From an optimization exercise on the open Yosys and OpenROAD flow, aimed at small area, a short achievable clock period and few clock cycles per item; shortcuts taken in it are not production practice. Function was checked by simulation only, so behaviour that the tests miss may differ from the original. Power and IR drop assume default switching activity.

`flow/constraint.sdc`:
```
create_clock -name core_clock -period 9.0 [get_ports {clk}]
set_input_delay 1.8000 -clock core_clock [delete_from_list [all_inputs] [get_ports {clk}]]
set_output_delay 1.8000 -clock core_clock [all_outputs]
set_load 0.01 [all_outputs]
```
`flow/design.v`:
```
package rosetta_pkg;
    localparam int num_pe = 8;
    localparam int word_w = 8;
    localparam int acc_w = 2 * word_w + $clog2(num_pe);
    typedef logic [31:0] inst_t;
    typedef logic [7:0]  pc_t;
    typedef logic [4:0]  row_addr_t;
    typedef logic [10:0] waddr_t;
    localparam int op_msb   = 31;
    localparam int op_lsb   = 30;
    localparam int dst_msb  = 29;
    localparam int dst_lsb  = 25;
    localparam int bias_msb = 24;
    localparam int bias_lsb = 20;
    localparam int x_msb    = 19;
    localparam int x_lsb    = 16;
    localparam int wb_msb   = 15;
    localparam int wb_lsb   = 5;
    localparam logic [1:0] op_nop  = 2'd0;
    localparam logic [1:0] op_mvma = 2'd1;
    localparam logic [1:0] op_halt = 2'd2;
endpackage
module mac_lane #(
    parameter int word_w = rosetta_pkg::word_w,
    parameter int acc_w  = rosetta_pkg::acc_w
) (
    input  logic                        clk,
    input  logic                        first,
    input  logic signed [word_w-1:0]    bias,
    input  logic signed [word_w-1:0]    act,
    input  logic signed [word_w-1:0]    weight,
    output logic signed [word_w-1:0]    result
);
    logic signed [acc_w-1:0] acc_q;
    logic [acc_w-1:0]        base;
    logic [acc_w-1:0]        kconst;
    logic [acc_w-1:0]        pp [word_w];
    for (genvar i = 0; i < word_w; i++) begin : g_pp
        logic [word_w-1:0] bits;
        for (genvar j = 0; j < word_w; j++) begin : g_bit
            if ((i == word_w - 1) != (j == word_w - 1)) begin : g_neg
                assign bits[j] = ~(act[i] & weight[j]);
            end else begin : g_pos
                assign bits[j] = act[i] & weight[j];
            end
        end
        assign pp[i] = acc_w'({bits, {i{1'b0}}});
    end
    localparam logic [acc_w-1:0] k_prod = acc_w'((1 << word_w) - (1 << (2 * word_w - 1)));
    localparam logic [acc_w-1:0] k_bias = acc_w'(-(1 << (word_w - 1)));
    assign base   = first ? acc_w'({~bias[word_w-1], bias[word_w-2:0]}) : acc_q;
    assign kconst = first ? k_prod + k_bias : k_prod;
    always_ff @(posedge clk) begin
        acc_q <= base + kconst + pp[0] + pp[1] + pp[2] + pp[3]
               + pp[4] + pp[5] + pp[6] + pp[7];
    end
    logic hi_ones;
    logic hi_zeros;
    assign hi_ones  = &acc_q[acc_w-1:word_w-1];
    assign hi_zeros = ~|acc_q[acc_w-1:word_w-1];
    always_comb begin
        if (hi_ones || hi_zeros) begin
            result = acc_q[word_w-1:0];
        end else if (acc_q[acc_w-1]) begin
            result = {1'b1, {(word_w-1){1'b0}}};
        end else begin
            result = {1'b0, {(word_w-1){1'b1}}};
        end
    end
endmodule
module mac_array #(
    parameter int num_pe = rosetta_pkg::num_pe,
    parameter int word_w = rosetta_pkg::word_w
) (
    input  logic                        clk,
    input  logic                        first,
    input  logic [word_w-1:0]           act_elem,
    input  logic [num_pe*word_w-1:0]    bias_row,
    input  logic [num_pe*word_w-1:0]    weight_row,
    output logic [num_pe*word_w-1:0]    result_row
);
    logic [num_pe*word_w-1:0] w_q;
    logic [word_w-1:0]        act_q;
    always_ff @(posedge clk) begin
        w_q   <= weight_row;
        act_q <= act_elem;
    end
    for (genvar k = 0; k < num_pe; k++) begin : g_lane
        mac_lane #(
            .word_w(word_w),
            .acc_w (rosetta_pkg::acc_w)
        ) lane_inst (
            .clk    (clk),
            .first  (first),
            .bias   (bias_row[k*word_w +: word_w]),
            .act    (act_q),
            .weight (w_q[k*word_w +: word_w]),
            .result (result_row[k*word_w +: word_w])
        );
    end
endmodule
module zero_skip_unit #(
    parameter int num_pe = rosetta_pkg::num_pe
) (
    input  logic [num_pe-1:0]           pres,
    output logic [$clog2(num_pe)-1:0]   idx,
    output logic [num_pe-1:0]           rest
);
    always_comb begin
        idx = '0;
        for (int i = num_pe - 1; i >= 0; i--) begin
            if (pres[i]) begin
                idx = $clog2(num_pe)'(i);
            end
        end
    end
    assign rest = pres & (pres - num_pe'(1));
endmodule
module core_sequencer #(
    parameter int num_pe = rosetta_pkg::num_pe
) (
    input  logic                        clk,
    input  logic                        rst,
    output logic                        im_ren,
    output rosetta_pkg::pc_t            im_raddr,
    input  rosetta_pkg::inst_t          im_rdata,
    output logic                        pam_x_ren,
    output rosetta_pkg::row_addr_t      pam_x_raddr,
    input  logic [num_pe-1:0]           pam_x_rdata,
    output logic                        am_x_ren,
    output rosetta_pkg::row_addr_t      am_x_raddr,
    output logic                        bm_ren,
    output rosetta_pkg::row_addr_t      bm_raddr,
    output logic                        wm_ren,
    output rosetta_pkg::waddr_t         wm_raddr,
    output logic                        am_r_wen,
    output rosetta_pkg::row_addr_t      am_r_waddr,
    output logic                        done,
    output logic [$clog2(num_pe)-1:0]   e1_k,
    output logic                        e1_empty,
    output logic                        e2_first
);
    localparam int idx_w = $clog2(num_pe);
    rosetta_pkg::pc_t   fpc_q;       
    logic               im_v_q;      
    logic               halted_q;
    logic               ir_v_q;      
    logic               ir_mok_q;    
    logic [3:0]         ir_x_q;
    logic [4:0]         ir_bias_q;
    logic [4:0]         ir_dst_q;
    logic [10:0]        ir_wb_q;
    logic               s_v_q;
    logic               s_first_q;
    logic               s_empty_q;
    logic [idx_w-1:0]   s_k_q;
    logic [num_pe-1:0]  s_rest_q;
    logic [3:0]         s_x_q;
    logic [4:0]         s_bias_q;
    logic [4:0]         s_dst_q;
    logic [10:0]        s_wb_q;
    logic               e1_v_q, e1_first_q, e1_last_q, e1_empty_q;
    logic [idx_w-1:0]   e1_k_q;
    logic [4:0]         e1_bias_q, e1_dst_q;
    logic               e2_v_q, e2_first_q, e2_last_q;
    logic [4:0]         e2_dst_q;
    logic               e3_wen_q;
    logic [4:0]         e3_dst_q;
    logic               done_q;
    logic [1:0]         opcode;
    logic               s_last;
    logic               s_free;
    logic               take;
    logic               ir_free;
    logic               adv;
    logic               is_mvma;
    logic               is_halt;
    logic [num_pe-1:0]  mask_pres;
    logic [idx_w-1:0]   mask_idx;
    logic [num_pe-1:0]  mask_rest;
    logic [idx_w-1:0]   rest_idx;
    logic [num_pe-1:0]  rest_rest;
    logic               s_v_d;
    logic               ir_v_d;
    logic               halted_d;
    assign opcode  = im_rdata[rosetta_pkg::op_msb:rosetta_pkg::op_lsb];
    assign is_mvma = (opcode == rosetta_pkg::op_mvma);
    assign is_halt = (opcode == rosetta_pkg::op_halt);
    assign s_last  = ~|s_rest_q;
    assign s_free  = !s_v_q || s_last;
    assign take    = s_free && ir_v_q && ir_mok_q;
    assign ir_free = !ir_v_q || take;
    assign adv     = im_v_q && ir_free && !halted_q;
    for (genvar k = 0; k < num_pe; k++) begin : g_pres
        assign mask_pres[k] = pam_x_rdata[num_pe-1-k];
    end
    zero_skip_unit #(.num_pe(num_pe)) zs_mask (
        .pres (mask_pres),
        .idx  (mask_idx),
        .rest (mask_rest)
    );
    zero_skip_unit #(.num_pe(num_pe)) zs_rest (
        .pres (s_rest_q),
        .idx  (rest_idx),
        .rest (rest_rest)
    );
    assign s_v_d    = take || (s_v_q && !s_last);
    assign ir_v_d   = adv ? is_mvma : (ir_v_q && !take);
    assign halted_d = halted_q || (adv && is_halt);
    assign im_ren   = 1'b1;
    assign im_raddr = adv ? fpc_q + rosetta_pkg::pc_t'(1) : fpc_q;
    always_ff @(posedge clk) begin
        if (rst) begin
            fpc_q    <= '0;
            im_v_q   <= 1'b0;
            halted_q <= 1'b0;
            ir_v_q   <= 1'b0;
            ir_mok_q <= 1'b0;
            s_v_q    <= 1'b0;
            e1_v_q   <= 1'b0;
            e2_v_q   <= 1'b0;
            e3_wen_q <= 1'b0;
            done_q   <= 1'b0;
        end else begin
            fpc_q    <= im_raddr;
            im_v_q   <= 1'b1;
            halted_q <= halted_d;
            ir_v_q   <= ir_v_d;
            ir_mok_q <= ir_v_q && !take;
            s_v_q    <= s_v_d;
            e1_v_q   <= s_v_q;
            e2_v_q   <= e1_v_q;
            e3_wen_q <= e2_v_q && e2_last_q;
            done_q   <= done_q || (halted_d && !ir_v_d && !s_v_d && !s_v_q && !e1_v_q);
        end
    end
    always_ff @(posedge clk) begin
        if (adv) begin
            ir_x_q    <= im_rdata[rosetta_pkg::x_msb:rosetta_pkg::x_lsb];
            ir_bias_q <= im_rdata[rosetta_pkg::bias_msb:rosetta_pkg::bias_lsb];
            ir_dst_q  <= im_rdata[rosetta_pkg::dst_msb:rosetta_pkg::dst_lsb];
            ir_wb_q   <= im_rdata[rosetta_pkg::wb_msb:rosetta_pkg::wb_lsb];
        end
    end
    always_ff @(posedge clk) begin
        if (take) begin
            s_first_q <= 1'b1;
            s_empty_q <= ~|mask_pres;
            s_k_q     <= mask_idx;
            s_rest_q  <= mask_rest;
            s_x_q     <= ir_x_q;
            s_bias_q  <= ir_bias_q;
            s_dst_q   <= ir_dst_q;
            s_wb_q    <= ir_wb_q;
        end else begin
            s_first_q <= 1'b0;
            s_k_q     <= rest_idx;
            s_rest_q  <= rest_rest;
        end
    end
    always_ff @(posedge clk) begin
        e1_first_q <= s_first_q;
        e1_last_q  <= s_last;
        e1_empty_q <= s_empty_q;
        e1_k_q     <= s_k_q;
        e1_bias_q  <= s_bias_q;
        e1_dst_q   <= s_dst_q;
        e2_first_q <= e1_first_q;
        e2_last_q  <= e1_last_q;
        e2_dst_q   <= e1_dst_q;
        e3_dst_q   <= e2_dst_q;
    end
    assign pam_x_ren   = ir_v_q;
    assign pam_x_raddr = {1'b0, ir_x_q};
    assign wm_ren      = s_v_q && !s_empty_q;
    assign wm_raddr    = s_wb_q + rosetta_pkg::waddr_t'(s_k_q);
    assign am_x_ren    = wm_ren;
    assign am_x_raddr  = {1'b0, s_x_q};
    assign bm_ren      = e1_v_q && e1_first_q;
    assign bm_raddr    = e1_bias_q;
    assign am_r_wen    = e3_wen_q;
    assign am_r_waddr  = e3_dst_q;
    assign done        = done_q;
    assign e1_k        = e1_k_q;
    assign e1_empty    = e1_empty_q;
    assign e2_first    = e2_first_q;
endmodule
module rosetta_core #(
    parameter int num_pe = rosetta_pkg::num_pe,
    parameter int word_w = rosetta_pkg::word_w
) (
    input  logic                          clk,
    input  logic                          rst,
    output logic                          im_ren,
    output rosetta_pkg::pc_t              im_raddr,
    input  rosetta_pkg::inst_t            im_rdata,
    output logic                          pam_x_ren,
    output rosetta_pkg::row_addr_t        pam_x_raddr,
    input  logic [num_pe-1:0]             pam_x_rdata,
    output logic                          am_x_ren,
    output rosetta_pkg::row_addr_t        am_x_raddr,
    input  logic [num_pe*word_w-1:0]      am_x_rdata,
    output logic                          bm_ren,
    output rosetta_pkg::row_addr_t        bm_raddr,
    input  logic [num_pe*word_w-1:0]      bm_rdata,
    output logic                          wm_ren,
    output rosetta_pkg::waddr_t           wm_raddr,
    input  logic [num_pe*word_w-1:0]      wm_rdata,
    output logic                          am_r_wen,
    output rosetta_pkg::row_addr_t        am_r_waddr,
    output logic [num_pe*word_w-1:0]      am_r_wdata,
    output logic                          done
);
    logic [$clog2(num_pe)-1:0]  e1_k;
    logic                       e1_empty;
    logic                       e2_first;
    logic [word_w-1:0]          act_elem;
    core_sequencer #(
        .num_pe(num_pe)
    ) sequencer_inst (
        .clk         (clk),
        .rst         (rst),
        .im_ren      (im_ren),
        .im_raddr    (im_raddr),
        .im_rdata    (im_rdata),
        .pam_x_ren   (pam_x_ren),
        .pam_x_raddr (pam_x_raddr),
        .pam_x_rdata (pam_x_rdata),
        .am_x_ren    (am_x_ren),
        .am_x_raddr  (am_x_raddr),
        .bm_ren      (bm_ren),
        .bm_raddr    (bm_raddr),
        .wm_ren      (wm_ren),
        .wm_raddr    (wm_raddr),
        .am_r_wen    (am_r_wen),
        .am_r_waddr  (am_r_waddr),
        .done        (done),
        .e1_k        (e1_k),
        .e1_empty    (e1_empty),
        .e2_first    (e2_first)
    );
    assign act_elem = e1_empty ? '0 : am_x_rdata[e1_k * word_w +: word_w];
    mac_array #(
        .num_pe(num_pe),
        .word_w(word_w)
    ) mac_array_inst (
        .clk        (clk),
        .first      (e2_first),
        .act_elem   (act_elem),
        .bias_row   (bm_rdata),
        .weight_row (wm_rdata),
        .result_row (am_r_wdata)
    );
endmodule
```
`flow/config.mk`:
```
export PLATFORM = sky130hd
export DESIGN_NAME = rosetta_core
export DESIGN_NICKNAME = rosetta_core
export VERILOG_FILES = /design/flow/design.v
export SDC_FILE = /design/flow/constraint.sdc
export NUM_CORES = 4
export LEC_CHECK = 0
export CAP_MARGIN = 20
export CORE_MARGIN = 2
export CORE_UTILIZATION = 40
export SLEW_MARGIN = 20
```
`flow/run.sh`:
```
#!/bin/bash
# synth_recipe.tcl (not shown) runs the flow's synth.tcl, then flattens the netlist and writes it again
# the make line also repeats each setting of config.mk as NAME=value (left out here)
make -C /OpenROAD-flow-scripts/flow DESIGN_CONFIG=/design/flow/config.mk WORK_HOME=/design/flow/orfs CLKGATE_MAP_FILE= SYNTH_SCRIPT=/design/flow/synth_recipe.tcl finish
```
==> results of run 1 <==
## layout make-up
| class | count | area, sq um |
|---|---|---|
| well taps | 1050 | 1314 |
| clock inverters | 21 | 247.7 |
| fillers | 7523 | 41300 |
| clock buffers | 54 | 1126 |
| inverters | 394 | 1480 |
| flip-flops and latches | 331 | 7152 |
| diodes | 3 | 7.507 |
| repair buffers | 352 | 3493 |
| multi-input cells | 2377 | 23140 |
## worst min path at each step
stage	endpoint	slack (ns)	depth (start not counted)
after global routing	sequencer_inst.e3_dst_q[3]	0.33	0
after global placement	sequencer_inst.e2_dst_q[4]	0.31	0
after CTS	sequencer_inst.e2_dst_q[0]	0.32	0
after detailed placement	sequencer_inst.e1_first_q	0.31	0
final	sequencer_inst.e2_dst_q[0]	0.32	0
after floorplan	sequencer_inst.e1_first_q	0.31	0
## logic make-up (layout without fill, tap and decap cells)
kind of cell | Yosys count | count (layout) | synth area share (%)
buffers and inverters | 498 | 821 | 5.916
multiplexers | 74 | 74 | 2.991
AO/OA/AOI/OAI | 355 | 355 | 6.799
other | 2 | 6 | 0.02335
adder cells (fa/ha/maj) | 869 | 869 | 43.49
flip-flops | 331 | 331 | 22.19
AND/OR/NAND/NOR | 937 | 937 | 14.79
XOR/XNOR | 139 | 139 | 3.808
## state kept, by name (all words and copies together) (netlist names), 3 cells and up
name / flops
sequencer_inst.s_wb_q: 11
mac_array_inst.g_lane.lane_inst.acc_q: 152
sequencer_inst.fpc_q: 8
mac_array_inst.act_q: 8
sequencer_inst.ir_wb_q: 11
sequencer_inst.s_dst_q: 5
sequencer_inst.e1_dst_q: 5
mac_array_inst.w_q: 64
sequencer_inst.e1_bias_q: 5
sequencer_inst.s_rest_q: 7
sequencer_inst.e1_k_q: 3
sequencer_inst.ir_bias_q: 5
sequencer_inst.s_bias_q: 5
sequencer_inst.s_x_q: 4
sequencer_inst.ir_x_q: 4
sequencer_inst.s_k_q: 3
sequencer_inst.e3_dst_q: 5
sequencer_inst.ir_dst_q: 5
sequencer_inst.e2_dst_q: 5
## placed cells by master, fill, tap and decap left out, drive strengths merged, types with 5 or more instances in the layout
cell type      instances
a211oi                17
a21boi                 5
a21o                  32
a21oi                 90
a31oi                  9
and2                 306
and3                  10
buf                   17
clkbuf                54
clkdlybuf4s50        335
clkinv                15
dfxtp                280
edfxtp                51
fa                   415
ha                   454
inv                  396
mux2                  17
mux2i                 41
mux4                  16
nand2                349
nand2b                 9
nand3                 19
nand4                 37
nor2                  80
nor2b                 48
nor3                  30
nor4                  28
o211ai                 6
o21a                  37
o21ai                114
o21bai                 9
o22ai                  5
o31ai                 10
or3                    8
xnor2                103
xor2                  36
## stage by stage
| stage | cells | power (mW) | util (%) |
|---|---|---|---|
| floorplan | 3206 | 10.76 | - |
| global placement | 4504 | 13.16 | 46.15 |
| detailed placement | 4504 | 13.24 | 46.15 |
| CTS | 4579 | 15.11 | 47.88 |
| global route | 4580 | 16.82 | 47.89 |
| finish | 4582 | 14.91 | 47.89 |
## routing by layer
layer | vias up | global-route usage (%)
met5 | - | 0
met4 | 0 | 3.659
met3 | 67 | 3.867
met2 | 429 | 32.91
met1 | 11110 | 25.28
li1 | 11070 | -
## power by group through the flow
| stage | clock [mW] | sequential, mW | combinational [mW] |
|---|---|---|---|
| finish | 1.71 | 2.42 | 10.8 |
| global route | 1.83 | 2.47 | 12.5 |
| CTS | 1.77 | 2.42 | 10.9 |
| detailed placement | 0 | 2.45 | 10.8 |
| global placement | 0 | 2.44 | 10.7 |
| floorplan | 0 | 2.30 | 8.46 |
==> results.toml, run 1 <==
[power_and_ir_drop]
p_per_area_nw_per_um2 = 392.8
p_int_mw = 8.163
p_comb_share_pct = 72.3
p_leak_nw = 17.58
peakVddDrop_uv = 273.4
power.share.clock_pct = 11.5
switchingPower_mw = 6.747
seqPwrFrac_pct = 16.2
switching_share_pct = 45.25

[worst_setup_path]
critical_path_buf_inv_count = 3
cp_data_required_time_ns = 9.41
cpMostUsedCell = "fa_1"
crit_family = "adder cells"
cp-startpoint = "bm_rdata[6]"
endpoint_kind = "register"
crit_cells = 17
timing.rr.start = "sequencer_inst.e2_first_q"
path_class = "in -> reg"
r2r_cells = 15
cp-endpoint = "mac_array_inst.g_lane[0].lane_inst.acc_q[15]"
start_kind = "input port"
critPathMaxStageDelay_ns = 0.52
cp_slowest_cell = "fa_1"
cp.arrival_ns = 6.59
reg2reg_slack_ns = 2.86
crit_chain = "clkdlybuf4s50_1 > nand2_1 > o21ai_0 > fa_1 > fa_1 > fa_1 > fa_1 > inv_1 > fa_1 > inv_1 > ha_1 > nor2b_1 > o21ai_0 > a21oi_1 > a211oi_1 > o21ai_0 > xor2_1"
crit_fanout = 4
worst_r2r_endpoint = "mac_array_inst.g_lane[6].lane_inst.acc_q[17]"

[routing]
top_layer = "met4"
route.met3.wl_mm = 4.706
ant_nets = 0
drc = 0
wirelength_mm = 77.00
dr.pass1.iters = 6
met1_length_mm = 34.21
wl_met2_mm = 36.85
drtIter0Drc = 800
routed_via_density = 4.950
routedWlPerCell_microns = 16.80
vias = 22680

[timing]
setup_slack_ns = 2.829
tightest_slew_ns = 1.017
maxSlewViolCount = 0
fin_skew_ns = 0.05690
finalHoldViolCount = 0
setup-tns-final_ns = 0
finalCritPeriodShare_pct = 68.57
rsz0062_at_grt = "no"
layout_min_cycle_time_ns = 6.171
fmax_mhz = 162.0
whs_ns = 0.3238
maxSlewHeadroom_pct = 32.18
setup_viol = 0

[logic_synthesis]
yosysWarnings = 5
synth.area.top_cells = "fa_1 (26%), ha_1 (18%), dfxtp_1 (17%), and2_1 (6.0%), edfxtp_1 (4.8%)"
synth_commonest_cells = "ha_1 (454), fa_1 (415), inv_1 (393)"
async_flop_share_pct = 0
synth.avg_cell_area_sq_um = 10.04
synth_top_area_cell = "fa_1"
netlist_area_sq_um = 32170
synthCells = 3205
synth-seq-cells = 331
yosysMostFrequentCell = "ha_1"
ys_seq_area_share_pct = 22.19
synth_cell_types = 65
synth_edf_count = 51
yosysTopAreaCellShare_pct = 25.83
synth-main-ff-cell = "dfxtp_1"

[die]
die_h_microns = 287.6
ios = 344
num_rows = 103
core_sq_um = 79260
initial_core_util_pct = 40.58
die_w_microns = 287.6
dieArea_sq_um = 82700

[placement]
place_congestion = 0.8337
dpl.hpwl_mm = 59.94
dp_slack_ns = 2.297
place_area_sq_um = 36580
portBuffers = 335

[global_routing]
grt_usage_pct = 19.24
grt_max_degree = 65
grt_remaining_overflow = 0
grt_antenna_before_repair = 3
grt_pass1_vias = 24330
grt_first_pass_wirelength_mm = 127.0

[clocking]
clk_pin_slew_ns = 0.06
clk_latency_ns = 0.60
htreeDepth = 2
tritoncts = "built"
clock_path_buffers = 3
cts_buffers = 42
post_cts.repair.setup_buffers = 0
hold_buffers = 0
clkSinkCount = 331
cts_resized = 0
root_buffer = "clkbuf_16"

[layout]
fin_area_sq_um = 37960
fin_nets = 4601
areaGrowthSynthToFinish_pct = 18.01
drive_gt1_share_pct = 3.712

[flow_run]
drv_cap = 0

[status]
status = "complete, no violations"

[min_path]
min_from = "sequencer_inst.e1_dst_q[0]"
min_path_type = "reg -> reg"
Testbench counts, summed over its fixed seeds: cycles 4,897, items 1,180.
==> run 2: changes to the inputs <==
--- a/flow/design.v
+++ b/flow/design.v
@@ -26,33 +26,37 @@
 ) (
     input  logic                        clk,
     input  logic                        first,
-    input  logic signed [word_w-1:0]    bias,
-    input  logic signed [word_w-1:0]    act,
-    input  logic signed [word_w-1:0]    weight,
-    output logic signed [word_w-1:0]    result
+    input  logic [word_w-1:0]           bias,
+    input  logic [word_w/2-1:0]         bd_one,
+    input  logic [word_w/2-1:0]         bd_two,
+    input  logic [word_w/2-1:0]         bd_neg,
+    input  logic [word_w-1:0]           weight,
+    output logic [word_w-1:0]           result
 );
-    logic signed [acc_w-1:0] acc_q;
-    logic [acc_w-1:0]        base;
-    logic [acc_w-1:0]        kconst;
-    logic [acc_w-1:0]        pp [word_w];
-    for (genvar i = 0; i < word_w; i++) begin : g_pp
-        logic [word_w-1:0] bits;
-        for (genvar j = 0; j < word_w; j++) begin : g_bit
-            if ((i == word_w - 1) != (j == word_w - 1)) begin : g_neg
-                assign bits[j] = ~(act[i] & weight[j]);
-            end else begin : g_pos
-                assign bits[j] = act[i] & weight[j];
-            end
+    localparam int nd = word_w / 2;
+    logic [acc_w-1:0] acc_q;
+    logic [acc_w-1:0] base;
+    logic [acc_w-1:0] kconst;
+    logic [acc_w-1:0] negrow;
+    logic [acc_w-1:0] pp [nd];
+    logic [word_w+1:0] wx;
+    assign wx = {weight[word_w-1], weight, 1'b0};
+    for (genvar d = 0; d < nd; d++) begin : g_pp
+        logic [word_w:0] s;
+        for (genvar j = 0; j <= word_w; j++) begin : g_bit
+            assign s[j] = ((bd_one[d] & wx[j+1]) | (bd_two[d] & wx[j])) ^ bd_neg[d];
         end
-        assign pp[i] = acc_w'({bits, {i{1'b0}}});
+        assign pp[d]     = acc_w'({~s[word_w], s[word_w-1:0]}) << (2 * d);
+        assign negrow[2*d]   = bd_neg[d];
+        assign negrow[2*d+1] = 1'b0;
     end
-    localparam logic [acc_w-1:0] k_prod = acc_w'((1 << word_w) - (1 << (2 * word_w - 1)));
+    assign negrow[acc_w-1:word_w] = '0;
+    localparam logic [acc_w-1:0] k_prod = acc_w'(-(((1 << word_w) * ((1 << (2 * nd)) - 1)) / 3));
     localparam logic [acc_w-1:0] k_bias = acc_w'(-(1 << (word_w - 1)));
     assign base   = first ? acc_w'({~bias[word_w-1], bias[word_w-2:0]}) : acc_q;
     assign kconst = first ? k_prod + k_bias : k_prod;
     always_ff @(posedge clk) begin
-        acc_q <= base + kconst + pp[0] + pp[1] + pp[2] + pp[3]
-               + pp[4] + pp[5] + pp[6] + pp[7];
+        acc_q <= base + kconst + negrow + pp[0] + pp[1] + pp[2] + pp[3];
     end
     logic hi_ones;
     logic hi_zeros;
@@ -79,11 +83,25 @@
     input  logic [num_pe*word_w-1:0]    weight_row,
     output logic [num_pe*word_w-1:0]    result_row
 );
+    localparam int nd = word_w / 2;
     logic [num_pe*word_w-1:0] w_q;
-    logic [word_w-1:0]        act_q;
+    logic [num_pe*word_w-1:0] b_q;
+    logic [nd-1:0]            one_d, two_d, neg_d;
+    logic [nd-1:0]            one_q, two_q, neg_q;
+    logic [word_w:0]          ax;
+    assign ax = {act_elem, 1'b0};
+    for (genvar d = 0; d < nd; d++) begin : g_enc
+        assign one_d[d] = ax[2*d+1] ^ ax[2*d];
+        assign two_d[d] = (ax[2*d+2] & ~ax[2*d+1] & ~ax[2*d])
+                        | (~ax[2*d+2] & ax[2*d+1] & ax[2*d]);
+        assign neg_d[d] = ax[2*d+2];
+    end
     always_ff @(posedge clk) begin
         w_q   <= weight_row;
-        act_q <= act_elem;
+        b_q   <= bias_row;
+        one_q <= one_d;
+        two_q <= two_d;
+        neg_q <= neg_d;
     end
     for (genvar k = 0; k < num_pe; k++) begin : g_lane
         mac_lane #(
@@ -92,8 +110,10 @@
         ) lane_inst (
             .clk    (clk),
             .first  (first),
-            .bias   (bias_row[k*word_w +: word_w]),
-            .act    (act_q),
+            .bias   (b_q[k*word_w +: word_w]),
+            .bd_one (one_q),
+            .bd_two (two_q),
+            .bd_neg (neg_q),
             .weight (w_q[k*word_w +: word_w]),
             .result (result_row[k*word_w +: word_w])
         );
@@ -161,7 +181,7 @@
     logic [10:0]        s_wb_q;
     logic               e1_v_q, e1_first_q, e1_last_q, e1_empty_q;
     logic [idx_w-1:0]   e1_k_q;
-    logic [4:0]         e1_bias_q, e1_dst_q;
+    logic [4:0]         e1_dst_q;
     logic               e2_v_q, e2_first_q, e2_last_q;
     logic [4:0]         e2_dst_q;
     logic               e3_wen_q;
@@ -263,7 +283,6 @@
         e1_last_q  <= s_last;
         e1_empty_q <= s_empty_q;
         e1_k_q     <= s_k_q;
-        e1_bias_q  <= s_bias_q;
         e1_dst_q   <= s_dst_q;
         e2_first_q <= e1_first_q;
         e2_last_q  <= e1_last_q;
@@ -276,8 +295,8 @@
     assign wm_raddr    = s_wb_q + rosetta_pkg::waddr_t'(s_k_q);
     assign am_x_ren    = wm_ren;
     assign am_x_raddr  = {1'b0, s_x_q};
-    assign bm_ren      = e1_v_q && e1_first_q;
-    assign bm_raddr    = e1_bias_q;
+    assign bm_ren      = s_v_q && s_first_q;
+    assign bm_raddr    = s_bias_q;
     assign am_r_wen    = e3_wen_q;
     assign am_r_waddr  = e3_dst_q;
     assign done        = done_q;
--- a/flow/config.mk
+++ b/flow/config.mk
@@ -5,7 +5,9 @@
 export SDC_FILE = /design/flow/constraint.sdc
 export NUM_CORES = 4
 export LEC_CHECK = 0
+export ABC_CLOCK_PERIOD_IN_PS = 4000
 export CAP_MARGIN = 20
 export CORE_MARGIN = 2
-export CORE_UTILIZATION = 40
+export CORE_UTILIZATION = 60
+export SETUP_SLACK_MARGIN = 5
 export SLEW_MARGIN = 20
==> run 2 against run 1 <==
Effect of this change:
- cell count decreased by 4.3%
- hold slack about the same
- clock power increased by about 20%
- area after synthesis decreased by 3.7%
==> results.toml, run 2 <==
[worst_setup_path]
crit_fanout = 4
cp_data_required_time_ns = 9.51
timing.rr.start = "sequencer_inst.s_rest_q[1]"
reg2reg_slack_ns = 4.61
endpoint_kind = "register"
worst_r2r_endpoint = "sequencer_inst.fpc_q[5]"
cp.arrival_ns = 4.90
start_kind = "register"
r2r_cells = 26
path_class = "reg -> reg"

[global_routing]
grt_util_met2_pct = 60.32
grt_pass1_vias = 27560
grt_usage_pct = 35.73
grt_max_degree = 45
grt_remaining_overflow = 0
met3_usage_pct = 7.000
grt-busiest-layer = "met2"
grt_use_met1_pct = 44.17
grt_first_pass_wirelength_mm = 150.1
grt_antenna_before_repair = 3

[min_path]
min_from = "sequencer_inst.e1_first_q"
whs_path_depth = 0
min_path_type = "reg -> reg"
min_to = "sequencer_inst.e2_first_q"

[logic_synthesis]
synth_commonest_cells = "inv_1 (356), dfxtp_1 (343), ha_1 (333)"
synth.area.top_cells = "dfxtp_1 (22%), ha_1 (13%), fa_1 (13%), xnor2_1 (7.9%), a22oi_1 (5.4%)"
yosysWarnings = 5
yosysMostFrequentCell = "inv_1"
synth_edf_count = 51
yosysTopAreaCellShare_pct = 22.16
synthCells = 3215
synth.avg_cell_area_sq_um = 9.636
ys_seq_area_share_pct = 27.11
synth-main-ff-cell = "dfxtp_1"
synth-seq-cells = 394
synth_cell_types = 81
async_flop_share_pct = 0
synth_top_area_cell = "dfxtp_1"
netlist_area_sq_um = 30980

[placement]
dp_slack_ns = 3.409
dpl.hpwl_mm = 57.97
portBuffers = 335
place_congestion = 0.9054

[timing]
rsz0062_at_grt = "yes"
tightest_slew_ns = 0.7699
finalCritPeriodShare_pct = 48.82
setup_viol = 0
maxSlewViolCount = 0
maxSlewHeadroom_pct = 48.62
layout_min_cycle_time_ns = 4.394
fin_skew_ns = 0.03864
setup_slack_ns = 4.606
finalHoldViolCount = 0
fmax_mhz = 227.6
whs_ns = 0.3238
setup-tns-final_ns = 0

[die]
initial_core_util_pct = 60.51
die_w_microns = 231.2
ios = 344
num_rows = 83
dieArea_sq_um = 53470
die_h_microns = 231.2
core_sq_um = 51200

[clocking]
clk_pin_slew_ns = 0.06
clkSinkCount = 394
clock_path_buffers = 3
root_buffer = "clkbuf_16"
cts_buffers = 45
hold_buffers = 0
clk_latency_ns = 0.63
tritoncts = "built"
htreeDepth = 2

[layout]
fin_nets = 4439
regArea_sq_um = 8578
final_common_cell = "inv_1"
largestRegisters = "mac_array_inst.g_lane.lane_inst.acc_q: 152 flops, mac_array_inst.b_q: 64 flops, mac_array_inst.w_q: 64 flops"
multi_input_area_sq_um = 23830
areaGrowthSynthToFinish_pct = 38.23
fill_cells = 2784
largest_register_ff_count = 152
most-common-layout-cells = "inv_1 (314), ha_1 (268), clkdlybuf4s50_1 (261)"
regMostFlops = "mac_array_inst.g_lane.lane_inst.acc_q"
drive_gt1_share_pct = 26.97

[routing]
drc = 0
wirelength_mm = 106.0
routedWlPerCell_microns = 24.19
routed_via_density = 6.253
ant_nets = 0
vias = 27410
dr.pass1.iters = 6
drtIter0Drc = 2141

[power_and_ir_drop]
p_int_mw = 8.678
p_leak_nw = 17.98
switching_share_pct = 46.14
p_per_area_nw_per_um2 = 376.2
switchingPower_mw = 7.435
peakVddDrop_uv = 323.1
power.share.clock_pct = 12.7
seqPwrFrac_pct = 17.6
p_comb_share_pct = 69.7

[status]
status = "complete, no violations"

[flow_run]
drv_cap = 0
-- run 2: changes by cell type after synthesis, sizes merged, moves of 102 or more --
| cell | before | now |
|---|---|---|
| xor2 | 36 | 138 |
| and2 | 306 | 9 |
| fa | 415 | 208 |
| ha | 454 | 333 |
| xnor2 | 103 | 280 |
| a22oi | 0 | 224 |
| nand2 | 349 | 199 |
-- run 2: per-layer routing --
layer  wire length (microns)  share of wire [%]
met1                   38440                 36
met2                   50190                 47
met3                   10640                 10
met4                    6749                6.4
met5                      14              0.013
-- run 2: power by group through the flow --
| stage | clock [mW] | combinational [mW] | sequential, mW |
|---|---|---|---|
| floorplan | 0 | 6.42 | 2.53 |
| global placement | 0 | 7.93 | 2.68 |
| detailed placement | 0 | 8.27 | 2.69 |
| CTS | 2.06 | 9.27 | 2.76 |
| global route | 2.14 | 12.2 | 2.88 |
| finish | 2.05 | 11.2 | 2.84 |
-- run 2: final cells by class --
class / instances / area share, %
Multi-Input combinational cell: 2266 / 55.63
Antenna cell: 3 / 0.01753
Clock buffer: 51 / 2.825
Tap cell: 680 / 1.987
Inverter: 359 / 3.214
Clock inverter: 32 / 1.037
Timing Repair Buffer: 597 / 15.23
Sequential cell: 394 / 20.03
Timing Repair inverter: 1 / 0.02629
-- run 2: worst max path at each step --
stage	slack [ns]	cells after the start	startpoint	endpoint
final	4.61	26	sequencer_inst.s_rest_q[1]	sequencer_inst.fpc_q[5]
after global routing	4.50	15	sequencer_inst.e2_first_q	mac_array_inst.g_lane[4].lane_inst.acc_q[16]
after detailed placement	3.41	14	sequencer_inst.e2_first_q	mac_array_inst.g_lane[2].lane_inst.acc_q[17]
after global placement	3.51	14	sequencer_inst.e2_first_q	mac_array_inst.g_lane[2].lane_inst.acc_q[17]
after floorplan	4.89	15	sequencer_inst.e2_first_q	mac_array_inst.g_lane[2].lane_inst.acc_q[17]
after CTS	4.76	14	mac_array_inst.one_q[0]	mac_array_inst.g_lane[2].lane_inst.acc_q[17]
-- run 2: cells by family after synthesis --
group | synth area share (%)
flip-flops | 27.11
other | 0.02424
AND/OR/NAND/NOR | 8.647
XOR/XNOR | 11.82
multiplexers | 3.413
adder cells (fa/ha/maj) | 26.89
buffers and inverters | 7.055
AO/OA/AOI/OAI | 15.05
-- run 2: through the flow --
| step | total power [mW] | instance area, sq um | utilization, % | cells |
|---|---|---|---|---|
| global route | 17.18 | 42820 | 83.63 | 4380 |
| floorplan | 8.950 | 31460 | - | 3216 |
| global placement | 10.61 | 34770 | 67.92 | 4052 |
| detailed placement | 10.96 | 34770 | 67.92 | 4052 |
| CTS | 14.08 | 39910 | 77.96 | 4286 |
| finish | 16.11 | 42830 | 83.65 | 4383 |
-- run 2: critical path: stages, from the launching register on --
cell and delay [ns]:
dfxtp_4 0.35, or3_4 0.40, o311a_4 0.40, buf_6 0.13
nor3_4 0.20, nand3_2 0.15, buf_6 0.15, buf_4 0.12
buf_4 0.12, buf_4 0.12, buf_4 0.13, buf_4 0.12
buf_4 0.12, buf_6 0.11, buf_6 0.11, buf_6 0.11
buf_6 0.11, buf_4 0.12, buf_4 0.13, buf_6 0.10
buf_6 0.11, buf_6 0.11, buf_6 0.11, buf_4 0.12
buf_4 0.13, buf_4 0.13, mux2_4 0.28
-- run 2: timing repair --
item                       CTS  global route
buffers inserted           135            86
cloned                      16             8
setup endpoints to repair  188           131
pin swaps                  160           268
gates resized for setup    538           496
Testbench counts of run 2, summed over its fixed seeds: cycles 4,897, items 1,180.
==> run 3: changes to the inputs <==
--- a/flow/config.mk
+++ b/flow/config.mk
@@ -5,7 +5,6 @@
 export SDC_FILE = /design/flow/constraint.sdc
 export NUM_CORES = 4
 export LEC_CHECK = 0
-export ABC_CLOCK_PERIOD_IN_PS = 4000
 export CAP_MARGIN = 20
 export CORE_MARGIN = 2
 export CORE_UTILIZATION = 60
==> run 3 against run 2 <==
Effect of this change:
- synthesized cell count unchanged
- total power is the same
- clock power hardly changed
- clock-buffer cell count is the same
- combinational power hardly changed
- core utilization stayed put
- highest routed layer unchanged
- sequential share of layout area is the same
- via count stayed put
- wire length did not move
- critical path depth unchanged
- non-clock buffer count stayed put
- register-to-register slack about the same
==> results.toml, run 3 <==
[layout]
largest_register_ff_count = 152
areaGrowthSynthToFinish_pct = 38.23
fin_cells = 4383
most-common-layout-cells = "inv_1 (314), ha_1 (268), clkdlybuf4s50_1 (261)"
regMostFlops = "mac_array_inst.g_lane.lane_inst.acc_q"
regArea_sq_um = 8578
fill_cells = 2784
fin_nets = 4439
final_common_cell = "inv_1"
largestRegisters = "mac_array_inst.g_lane.lane_inst.acc_q: 152 flops, mac_array_inst.b_q: 64 flops, mac_array_inst.w_q: 64 flops"
fin_area_sq_um = 42830
drive_gt1_share_pct = 26.97
multi_input_area_sq_um = 23830

[timing]
finalCritPeriodShare_pct = 48.82
maxSlewViolCount = 0
fin_skew_ns = 0.03864
tightest_slew_ns = 0.7699
fmax_mhz = 227.6
layout_min_cycle_time_ns = 4.394
setup_slack_ns = 4.606
maxSlewHeadroom_pct = 48.62
setup_viol = 0
finalHoldViolCount = 0
setup-tns-final_ns = 0
rsz0062_at_grt = "yes"
whs_ns = 0.3238

[clocking]
clkSinkCount = 394
cts_buffers = 45
tritoncts = "built"
clock_path_buffers = 3
clk_latency_ns = 0.63
clk_pin_slew_ns = 0.06
hold_buffers = 0
htreeDepth = 2
root_buffer = "clkbuf_16"

[logic_synthesis]
synthMuxAreaShare_pct = 3.413
synth_top_area_cell = "dfxtp_1"
synth.avg_cell_area_sq_um = 9.636
ys_seq_area_share_pct = 27.11
synth-main-ff-cell = "dfxtp_1"
async_flop_share_pct = 0
synth_commonest_cells = "inv_1 (356), dfxtp_1 (343), ha_1 (333)"
synth.area.top_cells = "dfxtp_1 (22%), ha_1 (13%), fa_1 (13%), xnor2_1 (7.9%), a22oi_1 (5.4%)"
yosysMostFrequentCell = "inv_1"
synth-seq-cells = 394
synth_top_family_by_area = "adder cells"
synth-simple-area-share_pct = 8.647
synthCells = 3215
yosysWarnings = 5
synth_xor_area_share_pct = 11.82
synth-compound-area-share_pct = 15.05
synth_cell_types = 81
synth_edf_count = 51
yosysTopAreaCellShare_pct = 22.16
netlist_area_sq_um = 30980
synth_fa_ha_area_share_pct = 26.89

[die]
initial_core_util_pct = 60.51
die_w_microns = 231.2
num_rows = 83
core_sq_um = 51200
ios = 344
die_h_microns = 231.2
dieArea_sq_um = 53470

[placement]
place_area_sq_um = 34770
portBuffers = 335
dp_slack_ns = 3.409
place_congestion = 0.9054
dp_cells = 4052
dpl.hpwl_mm = 57.97

[power_and_ir_drop]
p_leak_nw = 17.98
p_per_area_nw_per_um2 = 376.2
peakVddDrop_uv = 323.1

[global_routing]
grt_use_met1_pct = 44.17
grt_remaining_overflow = 0
grt_first_pass_wirelength_mm = 150.1
grt_usage_pct = 35.73
grt-busiest-layer = "met2"
met3_usage_pct = 7.000
grt_antenna_before_repair = 3
grt_max_degree = 45
grt_util_met2_pct = 60.32
grt_pass1_vias = 27560

[routing]
drtIter0Drc = 2141
ant_nets = 0
routedWlPerCell_microns = 24.19
drc = 0
wirelength_mm = 106.0
vias = 27410
routed_via_density = 6.253
dr.pass1.iters = 6

[flow_run]
drv_cap = 0

[worst_setup_path]
endpoint_kind = "register"
cp_data_required_time_ns = 9.51
path_class = "reg -> reg"
crit_fanout = 4
critPathMaxStageDelay_ns = 0.40
start_kind = "register"
cpMostUsedCell = "buf_4"
cp_slowest_cell = "or3_4"
cp.arrival_ns = 4.90
reg2reg_slack_ns = 4.61

[status]
status = "complete, no violations"

[min_path]
min_path_type = "reg -> reg"
## run 3: cell counts in the layout (fill, tap and decap cells not counted)
Identical to the previous run, type by type.
## run 3: logic make-up after synthesis
family | Yosys count
and+or+nand+nor | 542
DFF | 394
muxes | 82
xor gates and xnor gates | 418
other | 2
buffers and inverters | 557
adders and majority gates | 541
AOI/OAI and AO/OA | 679
## run 3: repair_timing
item / CTS / global route
resized for setup: 538 / 496
setup buffers: 135 / 86
pin swaps: 160 / 268
cloned: 16 / 8
endpoints found under the setup margin: 188 / 131
## run 3: final timing paths
check / from / endpoint / depth (start not counted)
setup / recovery: sequencer_inst.s_rest_q[1] / sequencer_inst.fpc_q[5] / 26
hold / removal: sequencer_inst.e1_first_q / sequencer_inst.e2_first_q / 0
setup reg to reg: sequencer_inst.s_rest_q[1] / sequencer_inst.fpc_q[5] / 26
hold reg to reg: sequencer_inst.e1_first_q / sequencer_inst.e2_first_q / 0
## run 3: layer usage
| metal | wire length, microns | part of all wire, % | vias to the layer above |
|---|---|---|---|
| met4 | 6749 | 6.4 | 2 |
| li1 | - | - | 11960 |
| met2 | 50190 | 47 | 1538 |
| met1 | 38440 | 36 | 13410 |
| met5 | 14 | 0.013 | - |
| met3 | 10640 | 10 | 496 |
## run 3: metrics by stage
step / power, mW / utilization [%]
finish: 16.11 / 83.65
global route: 17.18 / 83.63
CTS: 14.08 / 77.96
detailed placement: 10.96 / 67.92
global placement: 10.61 / 67.92
floorplan: 8.950 / -
## run 3: report_power, final
group	total (mW)	switching, mW	leakage, nW	internal [mW]
Combinational	11.2	6.10	13.8	5.13
Clock	2.05	0.862	0.791	1.19
Sequential	2.84	0.478	3.37	2.36
## run 3: layout make-up
class,count,area share [%]
antenna,3,0.01753
timing repair buffer,597,15.23
clock inverter,32,1.037
clock buffer,51,2.825
multi-input combinational,2266,55.63
sequential,394,20.03
inverter,359,3.214
tap,680,1.987
timing repair inverter,1,0.02629
## run 3: critical path: cells and delay by family, from the launching register on
kind / cells / cell delay (ns)
buf+inv: 21 / 2.51
simple gates: 3 / 0.75
compound gates: 1 / 0.40
flops: 1 / 0.35
mux: 1 / 0.28
==> run 4: changes to the inputs <==
--- a/flow/config.mk
+++ b/flow/config.mk
@@ -7,6 +7,5 @@
 export LEC_CHECK = 0
 export CAP_MARGIN = 20
 export CORE_MARGIN = 2
-export CORE_UTILIZATION = 60
-export SETUP_SLACK_MARGIN = 5
+export CORE_UTILIZATION = 40
 export SLEW_MARGIN = 20
==> run 4 against run 3 <==
Effect of this change:
- design area decreased by 15%
- cell count rose by 2.7%
- hold slack worse by 0.0019 ns
- setup slack lost 1.9 ns
- maximum frequency fell by 30%
- clock power shrank 2%
- sequential power is 6% lower
- largest power group unchanged
- flip-flop and latch count unchanged
- largest cell class unchanged
- highest routed layer unchanged
- critical endpoint is now mac_array_inst.g_lane[4].lane_inst.acc_q[17]
- sequential share of layout area rose by 3.0 points
- wire length is 22% lower
==> results.toml, run 4 <==
[status]
status = "complete, no violations"

[timing]
layout_min_cycle_time_ns = 6.250
tightest_slew_ns = 1.029
setup_viol = 0
maxSlewHeadroom_pct = 31.39
setup-tns-final_ns = 0
setup_slack_ns = 2.750
fmax_mhz = 160.0
maxSlewViolCount = 0
finalCritPeriodShare_pct = 69.45
finalHoldViolCount = 0
fin_skew_ns = 0.02286
rsz0062_at_grt = "no"

[global_routing]
grt_util_met2_pct = 34.99
grt_max_degree = 66
met3_usage_pct = 4.279
grt_usage_pct = 20.80
grt_use_met1_pct = 27.25
grt_antenna_before_repair = 8
grt_first_pass_wirelength_mm = 131.5
grt-busiest-layer = "met2"
grt_remaining_overflow = 0
grt_pass1_vias = 24200

[logic_synthesis]
synthCells = 3215
synth_fa_ha_area_share_pct = 26.89
synth_top_family_by_area = "adder cells"
ys_seq_area_share_pct = 27.11
synth-seq-cells = 394
synth-main-ff-cell = "dfxtp_1"
synth.avg_cell_area_sq_um = 9.636
synthMuxAreaShare_pct = 3.413
synth.area.top_cells = "dfxtp_1 (22%), ha_1 (13%), fa_1 (13%), xnor2_1 (7.9%), a22oi_1 (5.4%)"
synth_edf_count = 51
synth_xor_area_share_pct = 11.82
yosysWarnings = 5
async_flop_share_pct = 0
synth-compound-area-share_pct = 15.05
yosysMostFrequentCell = "inv_1"
synth_top_area_cell = "dfxtp_1"
synth_cell_types = 81
yosysTopAreaCellShare_pct = 22.16
netlist_area_sq_um = 30980
synth-simple-area-share_pct = 8.647
synth_commonest_cells = "inv_1 (356), dfxtp_1 (343), ha_1 (333)"

[die]
die_w_microns = 282.3
die_h_microns = 282.3
num_rows = 102
ios = 344
dieArea_sq_um = 79690
initial_core_util_pct = 40.19
core_sq_um = 77080

[routing]
drc = 0
wirelength_mm = 82.27
routedWlPerCell_microns = 18.27
ant_nets = 0
dr.pass1.iters = 5
routed_via_density = 5.215
vias = 23480
drtIter0Drc = 1165

[clocking]
cts_resized = 0
post_cts.repair.setup_buffers = 0
root_buffer = "clkbuf_16"
htreeDepth = 2
clkSinkCount = 394
cts_buffers = 48
clk_pin_slew_ns = 0.06
tritoncts = "built"
clk_latency_ns = 0.61
clock_path_buffers = 3
hold_buffers = 0

[flow_run]
drv_cap = 0

[layout]
drive_gt1_share_pct = 5.146
fin_nets = 4197
fin_area_sq_um = 36610
final_util_pct = 47.50
final_common_cell = "inv_1"
largestRegisters = "mac_array_inst.g_lane.lane_inst.acc_q: 152 flops, mac_array_inst.b_q: 64 flops, mac_array_inst.w_q: 64 flops"
fill_cells = 7362
largest_register_ff_count = 152
regMostFlops = "mac_array_inst.g_lane.lane_inst.acc_q"
most-common-layout-cells = "inv_1 (356), clkdlybuf4s50_1 (335), ha_1 (333)"
areaGrowthSynthToFinish_pct = 18.18

[power_and_ir_drop]
p_per_area_nw_per_um2 = 347.3
seqPwrFrac_pct = 21.0
p_int_mw = 7.237
power.share.clock_pct = 15.8
switching_share_pct = 43.10
switchingPower_mw = 5.481
peakVddDrop_uv = 156.5
p_comb_share_pct = 63.1
finalPower_mw = 12.72
p_leak_nw = 15.66

[worst_setup_path]
cp_slowest_cell = "clkinv_2"
cp.arrival_ns = 6.69
cp-endpoint = "mac_array_inst.g_lane[4].lane_inst.acc_q[17]"
crit_cells = 14
crit_family = "buffers and inverters"
cpMostUsedCell = "fa_1"
reg2reg_slack_ns = 2.75
start_kind = "register"
path_class = "reg -> reg"
endpoint_kind = "register"
worst_r2r_endpoint = "mac_array_inst.g_lane[4].lane_inst.acc_q[17]"
crit_chain = "buf_4 > clkinv_2 > buf_4 > xnor2_1 > fa_1 > fa_1 > inv_1 > ha_1 > ha_1 > fa_1 > a211oi_1 > nor3_1 > o311ai_0 > o311ai_0"
cp-startpoint = "mac_array_inst.neg_q[1]"
timing.rr.start = "mac_array_inst.neg_q[1]"
critical_path_buf_inv_count = 4
r2r_cells = 14
critPathMaxStageDelay_ns = 0.86
cp_data_required_time_ns = 9.44
crit_fanout = 39

[placement]
dpl.hpwl_mm = 60.47
portBuffers = 335
place_area_sq_um = 34980
dp_slack_ns = 2.721
place_congestion = 0.8678

[min_path]
min_path_type = "reg -> reg"
-- run 4: power by group through the flow --
stage	sequential, mW	clock, mW	combinational, mW
4_1_cts	2.68	2.08	8.08
3_3_place_gp	2.71	0	7.90
2_1_floorplan	2.53	0	6.24
3_5_place_dp	2.71	0	8.01
6_report	2.68	2.01	8.03
5_1_grt	2.73	2.14	9.23
-- run 4: how the worst min path moves through the flow --
stage,startpoint,to,slack (ns),cells past startpoint
floorplan,sequencer_inst.e1_dst_q[0],sequencer_inst.e2_dst_q[0],0.31,0
global placement,sequencer_inst.e1_dst_q[1],sequencer_inst.e2_dst_q[1],0.31,0
detailed placement,sequencer_inst.e2_dst_q[4],sequencer_inst.e3_dst_q[4],0.31,0
CTS,sequencer_inst.e1_first_q,sequencer_inst.e2_first_q,0.32,0
global route,sequencer_inst.e1_first_q,sequencer_inst.e2_first_q,0.32,0
finish,sequencer_inst.e1_dst_q[2],sequencer_inst.e2_dst_q[2],0.32,0
-- run 4: cells by family after synthesis --
kind of cell / after synthesis
buffers and inverters: 557
muxes: 82
DFF: 394
AOI/OAI and AO/OA: 679
adders and majority gates: 541
xor gates and xnor gates: 418
other: 2
and+or+nand+nor: 542
-- run 4: worst register-to-register path, stage by stage (launching register included) --
cell	delay, ns
dfxtp_2	0.31
buf_4	0.69
clkinv_2	0.88
buf_4	0.56
xnor2_1	0.25
fa_1	0.51
fa_1	0.49
inv_1	0.04
ha_1	0.18
ha_1	0.25
fa_1	0.48
a211oi_1	0.40
nor3_1	0.15
o311ai_0	0.66
o311ai_0	0.24
-- run 4: per-stage QoR --
stage          hold WS (ns)  instances
4_1_cts              0.3228       4499
6_report             0.3219       4502
3_3_place_gp         0.3106       4412
5_1_grt              0.3212       4499
2_1_floorplan        0.3096       3216
3_5_place_dp         0.3121       4412
-- run 4: final cells by class --
type	instances	area [sq um]	share of cell area [%]
Tap cell	1040	1301	3.554
Clock inverter	30	376.6	1.029
Inverter	359	1350	3.687
Clock buffer	57	1245	3.400
Sequential cell	394	8424	23.01
Antenna cell	3	7.507	0.02050
Timing Repair Buffer	354	3508	9.582
Multi-Input combinational cell	2265	20400	55.72
-- run 4: routing by layer --
| metal | wire [microns] | part of all wire (%) | vias to the layer above |
|---|---|---|---|
| li1 | - | - | 11470 |
| met1 | 37510 | 46 | 11290 |
| met2 | 38140 | 46 | 597 |
| met3 | 4891 | 5.9 | 110 |
| met4 | 1671 | 2.0 | 10 |
| met5 | 67 | 0.081 | - |

port drivers added, routing unchanged:
The results above use ideal ports. As a check the final layouts listed here were re-extracted and re-timed, cells and wires unchanged.
Step 1, drivers: a clkbuf_16 drives clk and a buf_2 each remaining input, both assumed.
Step 2 moves the port delays by t, midway between the first and last clock arrival at a register: inputs arrive t later, outputs are due t later. That takes back most of the time a late clock gives input paths.
Three values: no drivers, after step 1, after step 2; two values: the first two.
run	t, ns	setup WS [ns]	hold slack, ns
run 1	0.633	2.829 / 2.859 / 2.227	0.324 / 0.324 / 0.324
run 2	0.678	4.606 / 4.547 / 4.606	0.324 / 0.324 / 0.324
run 3	0.678	4.606 / 4.547 / 4.606	0.324 / 0.324 / 0.324
run 4	0.657	2.750 / 2.750 / 2.750	0.322 / 0.322 / 0.322
After both steps every run listed still meets setup and hold. For run 1, which loses most, drivers alone change the setup slack by +0.030 ns; drivers and shift together by -0.602 ns.
